This design comes from an exercise in tuning for small area on the open sky130 flow, not from production work.
RTL that was checked went through simulation tests only; none was proved equivalent to the original.
No activity file was given, so power comes from the tool's default toggle rates.

== run a ==
## valu_top
module valu_top (
  input  logic                   clk,
  input  logic                   reset,
  input  logic                   in_valid,
  input  valu_op_pkg::vop_e      in_op,
  input  logic                   in_frac,
  input  logic                   in_half,
  input  logic [(4 * 16)-1:0] in_a,
  input  logic [(4 * 16)-1:0] in_b,
  output logic                   result_valid,
  output logic [(4 * 16)-1:0] result
);
For scale: about 5200 cells after synthesis, ~410 flip-flops, ~200 I/O pins, about 44000 um2 of cells after synthesis.
export LEC_CHECK = 0
export ABC_AREA = 1
export CAP_MARGIN = 20
export CORE_MARGIN = 2
export CORE_UTILIZATION = 40
export SLEW_MARGIN = 20
create_clock -name core_clock -period 7.0 [get_ports {clk}]
standard.sh (not shown) runs the stock make flow with config.mk's settings and CLKGATE_MAP_FILE= SYNTH_SCRIPT=/design/flow/synth_recipe.tcl, a recipe that flattens the netlist after the stock synthesis.
==> flow/flow/run.sh <==
#!/bin/bash
# The standard layout (standard synthesis unchanged), with plain buf_1 cells as the port
# buffers instead of the delay-buffer cell that buffer_ports picks by default
set -euo pipefail
bash standard.sh BUFFER_PORTS_ARGS="-buffer_cell sky130_fd_sc_hd__buf_1" finish > standard.log 2>&1
Run a | status: complete | timing, DRC, antenna: pass
Input changes introduced in run b (baseline for comparison: run a):
Settings: putting CTS_CLUSTER_SIZE at 30 where nothing was set; putting CTS_CLUSTER_DIAMETER at 70 where nothing was set.
==> flow/run.sh (new file) <==
#!/bin/bash
# synth_recipe.tcl (not shown) runs the flow's synth.tcl, then flattens the netlist and writes it again
# the make line also repeats each setting of config.mk as NAME=value (left out here)
make -C /OpenROAD-flow-scripts/flow DESIGN_CONFIG=/design/flow/config.mk WORK_HOME=/design/flow/orfs CLKGATE_MAP_FILE= SYNTH_SCRIPT=/design/flow/synth_recipe.tcl finish
removed: flow/flow/run.sh
removed: flow/standard.sh
### Flow results
Compared with run a, number of fill cells in the layout in run b decreased slightly.
Delta (run b minus run a): post-layout net count now sits at about the same level; via count now sits lower; fraction of area in registers now sits lower; post-layout total power now sits lower; power density normalized to cell area now sits lower.
[run b vs run a] final weighted congestion in routability-driven placement: higher in run b
On delay of the slowest cell on the worst path: between run b and run a, it ends up higher for run b.
There was hardly any difference in horizontal extent of the die between run b and run a.
From run a to run b, clock sink count did not move at all.
No functional check of the RTL was part of any run of this note.

---

Another version of the RTL of valu_top (not shown whole).
For scale: about 4900 cells after synthesis, about 410 flip-flops, roughly 0.043 mm2 of cells after synthesis.
==> flow/config.mk <==
export PLATFORM = sky130hd
export DESIGN_NAME = valu_top
export DESIGN_NICKNAME = valu_top
export VERILOG_FILES = /design/flow/design.v
export SDC_FILE = /design/flow/constraint.sdc
export NUM_CORES = 4
export LEC_CHECK = 0
export ABC_AREA = 1
export CAP_MARGIN = 20
export CORE_MARGIN = 2
export CORE_UTILIZATION = 55
export SLEW_MARGIN = 20
export SYNTH_HIERARCHICAL = 1
==> flow/constraint.sdc <==
create_clock -name core_clock -period 7.0 [get_ports {clk}]
set_input_delay 1.4000 -clock core_clock [delete_from_list [all_inputs] [get_ports {clk}]]
set_output_delay 1.4000 -clock core_clock [all_outputs]
set_load 0.01 [all_outputs]
==> flow/flow/run.sh <==
#!/bin/bash
# The standard layout with the standard synthesis unchanged, with two changes:
#  - the port buffers are plain buf_1 cells (buffer_ports otherwise picks a delay-buffer cell)
#  - clock tree synthesis adds no dummy loads at the clock tree leaves
# The make output (every tool's log is also kept under orfs/logs) goes to standard.log.
set -euo pipefail
bash standard.sh \
  BUFFER_PORTS_ARGS="-buffer_cell sky130_fd_sc_hd__buf_1" \
  CTS_ARGS="-sink_clustering_enable -repair_clock_nets -dont_use_dummy_load" \
  finish > standard.log 2>&1
The baseline ran to the end with no violations.
Change:
--- a/flow/flow/run.sh
+++ b/flow/flow/run.sh
@@ -8,3 +8,3 @@
   BUFFER_PORTS_ARGS="-buffer_cell sky130_fd_sc_hd__buf_1" \
-  CTS_ARGS="-sink_clustering_enable -repair_clock_nets -dont_use_dummy_load" \
+  CTS_ARGS="-sink_clustering_enable -repair_clock_nets -dont_use_dummy_load -sink_clustering_size 32 -sink_clustering_max_diameter 90" \
   finish > standard.log 2>&1
CORE_UTILIZATION = 40   (was 55)
Effect:
- cell count climbs by 5.9%
- routed wire length came out higher by 1.0%
- utilization went down by 16 points
Change:
--- a/flow/flow/run.sh
+++ b/flow/flow/run.sh
@@ -8,3 +8,3 @@
   BUFFER_PORTS_ARGS="-buffer_cell sky130_fd_sc_hd__buf_1" \
-  CTS_ARGS="-sink_clustering_enable -repair_clock_nets -dont_use_dummy_load -sink_clustering_size 32 -sink_clustering_max_diameter 90" \
+  CTS_ARGS="-sink_clustering_enable -repair_clock_nets -dont_use_dummy_load -sink_clustering_size 24 -sink_clustering_max_diameter 80" \
   finish > standard.log 2>&1
Global-route usage is higher by 0.19 points.
Via count rose by 0.49%.
Sequential power hardly moves.
Area after synthesis does not change.
Critical path depth is higher by 2.

---

== exp/xenon ==
valu_top again, from the RTL that the note above started with.
==> flow/design.v (excerpt) <==
module valu_top (
  input  logic                   clk,
  input  logic                   reset,
  input  logic                   in_valid,
  input  valu_op_pkg::vop_e      in_op,
  input  logic                   in_frac,
  input  logic                   in_half,
  input  logic [(4 * 16)-1:0] in_a,
  input  logic [(4 * 16)-1:0] in_b,
  output logic                   result_valid,
  output logic [(4 * 16)-1:0] result
);
==> flow/config.mk <==
export PLATFORM = sky130hd
export DESIGN_NAME = valu_top
export DESIGN_NICKNAME = valu_top
export VERILOG_FILES = /design/flow/design.v
export SDC_FILE = /design/flow/constraint.sdc
export NUM_CORES = 4
export LEC_CHECK = 0
export ABC_AREA = 1
export CAP_MARGIN = 20
export CORE_MARGIN = 2
export CORE_UTILIZATION = 40
export SLEW_MARGIN = 20
export SYNTH_HIERARCHICAL = 1
==> flow/constraint.sdc <==
create_clock -name core_clock -period 7.0 [get_ports {clk}]
set_input_delay 1.4000 -clock core_clock [delete_from_list [all_inputs] [get_ports {clk}]]
set_output_delay 1.4000 -clock core_clock [all_outputs]
set_load 0.01 [all_outputs]
==> flow/flow/run.sh <==
#!/bin/bash
# The standard layout with the standard synthesis unchanged, with two changes:
#  - the port buffers are plain buf_1 cells (buffer_ports otherwise picks a delay-buffer cell)
#  - clock tree synthesis adds no dummy loads at the clock tree leaves
# The make output (every tool's log is also kept under orfs/logs) goes to standard.log.
set -euo pipefail
bash standard.sh \
  BUFFER_PORTS_ARGS="-buffer_cell sky130_fd_sc_hd__buf_1" \
  CTS_ARGS="-sink_clustering_enable -repair_clock_nets -dont_use_dummy_load -sink_clustering_size 28 -sink_clustering_max_diameter 110" \
  finish > standard.log 2>&1
Per the final summary, exp/xenon finished and its layout is clean on timing, DRC and antenna.
--- input diff exp/xenon..exp/pepper ---
==> flow/run.sh (new file) <==
#!/bin/bash
# synth_recipe.tcl (not shown) runs the flow's synth.tcl, then flattens the netlist and writes it again
# the make line also repeats each setting of config.mk as NAME=value (left out here)
make -C /OpenROAD-flow-scripts/flow DESIGN_CONFIG=/design/flow/config.mk WORK_HOME=/design/flow/orfs CLKGATE_MAP_FILE= SYNTH_SCRIPT=/design/flow/synth_recipe.tcl finish
removed: flow/flow/run.sh
removed: flow/standard.sh
==> run summary <==
- [compare] base=exp/xenon new=exp/pepper: total power draw higher, wire length higher, met2 track demand over resource higher, final net count higher.
- Looking at tightest slew margin relative to the limit, exp/pepper sits above exp/xenon.
#### Input delta (exp/sierra over exp/pepper)
Settings: GPL_TIMING_DRIVEN now 0, previously not set.
==> flow/flow/run.sh (new file) <==
#!/bin/bash
# The standard layout with the standard synthesis unchanged, with two changes:
#  - the port buffers are plain buf_1 cells (buffer_ports otherwise picks a delay-buffer cell)
#  - clock tree synthesis adds no dummy loads at the clock tree leaves
# The make output (every tool's log is also kept under orfs/logs) goes to standard.log.
set -euo pipefail
bash standard.sh \
  BUFFER_PORTS_ARGS="-buffer_cell sky130_fd_sc_hd__buf_1" \
  CTS_ARGS="-sink_clustering_enable -repair_clock_nets -dont_use_dummy_load" \
  finish > standard.log 2>&1
==> flow/standard.sh (new file) <==
#!/bin/bash
# synth_recipe.tcl (not shown) runs the flow's synth.tcl, then flattens the netlist and writes it again
# the make line also repeats each setting of config.mk as NAME=value (left out here)
make -C /OpenROAD-flow-scripts/flow DESIGN_CONFIG=/design/flow/config.mk WORK_HOME=/design/flow/orfs CLKGATE_MAP_FILE= SYNTH_SCRIPT=/design/flow/synth_recipe.tcl "${@:-finish}"
removed: flow/run.sh
==> comparison <==
[compare] base=exp/pepper new=exp/sierra: switching component of the power went up 0.64%, final worst-path setup slack lower, fmax went down.
Final estimated routing congestion in global placement came out lower on exp/sierra than on exp/pepper.
Non-clock buffer count was lower in exp/pepper than in exp/sierra.
For exp/juniper, these inputs were changed with respect to exp/sierra:
Settings: a deleted GPL_TIMING_DRIVEN that had been 0.
Notes after the runs:
STATUS net switching power figure: exp/juniper wins against exp/sierra
A highest metal layer used by the detailed router of met5 is what exp/sierra shows, while met4 belongs to exp/juniper.
Final standard cell area without fillers: exp/juniper better than exp/sierra
In exp/juniper, the setup slack after placement came out 1050 ps above the value in exp/sierra.
Compared with exp/sierra, exp/juniper shows power lower by about 2.2%.

## separate check: timing with driven ports
The results above use ideal ports. As a check the final layouts listed here were re-extracted and re-timed, cells and wires unchanged.
Step 1, drivers: a clkbuf_16 drives clk and a buf_2 each remaining input, both assumed.
Step 2 adds t to the input delays and takes it off the output delays; t is the mean of the earliest and latest rising clock arrival at the registers after step 1. Input paths then give back, and output paths get back, about the clock's delay inside the block.
Slacks: ideal ports / drivers / drivers and shift; pairs: ideal ports / drivers.
run	t, ns	setup slack, ns	worst hold slack (ns)	worst slew at a driven data input, ns
run a	0.714	0.381 / 0.381 / 0.381	0.324 / 0.324 / 0.324	0.10
run b	0.689	0.389 / 0.389 / 0.389	0.326 / 0.326 / 0.326	0.05
the first run of note 2	0.661	0.399 / 0.399 / 0.399	0.288 / 0.288 / 0.288	0.08
the second run of note 2	0.700	0.481 / 0.481 / 0.481	0.311 / 0.311 / 0.311	0.05
the third run of note 2	0.666	0.471 / 0.471 / 0.471	0.315 / 0.315 / 0.315	0.05
exp/xenon	0.666	0.489 / 0.489 / 0.489	0.327 / 0.327 / 0.327	0.05
exp/pepper	0.706	0.472 / 0.472 / 0.472	0.312 / 0.312 / 0.312	0.08
exp/sierra	0.673	0.264 / 0.264 / 0.264	0.303 / 0.303 / 0.303	0.10
exp/juniper	0.677	0.476 / 0.476 / 0.476	0.286 / 0.286 / 0.286	0.05
After both steps every run listed still meets setup and hold.
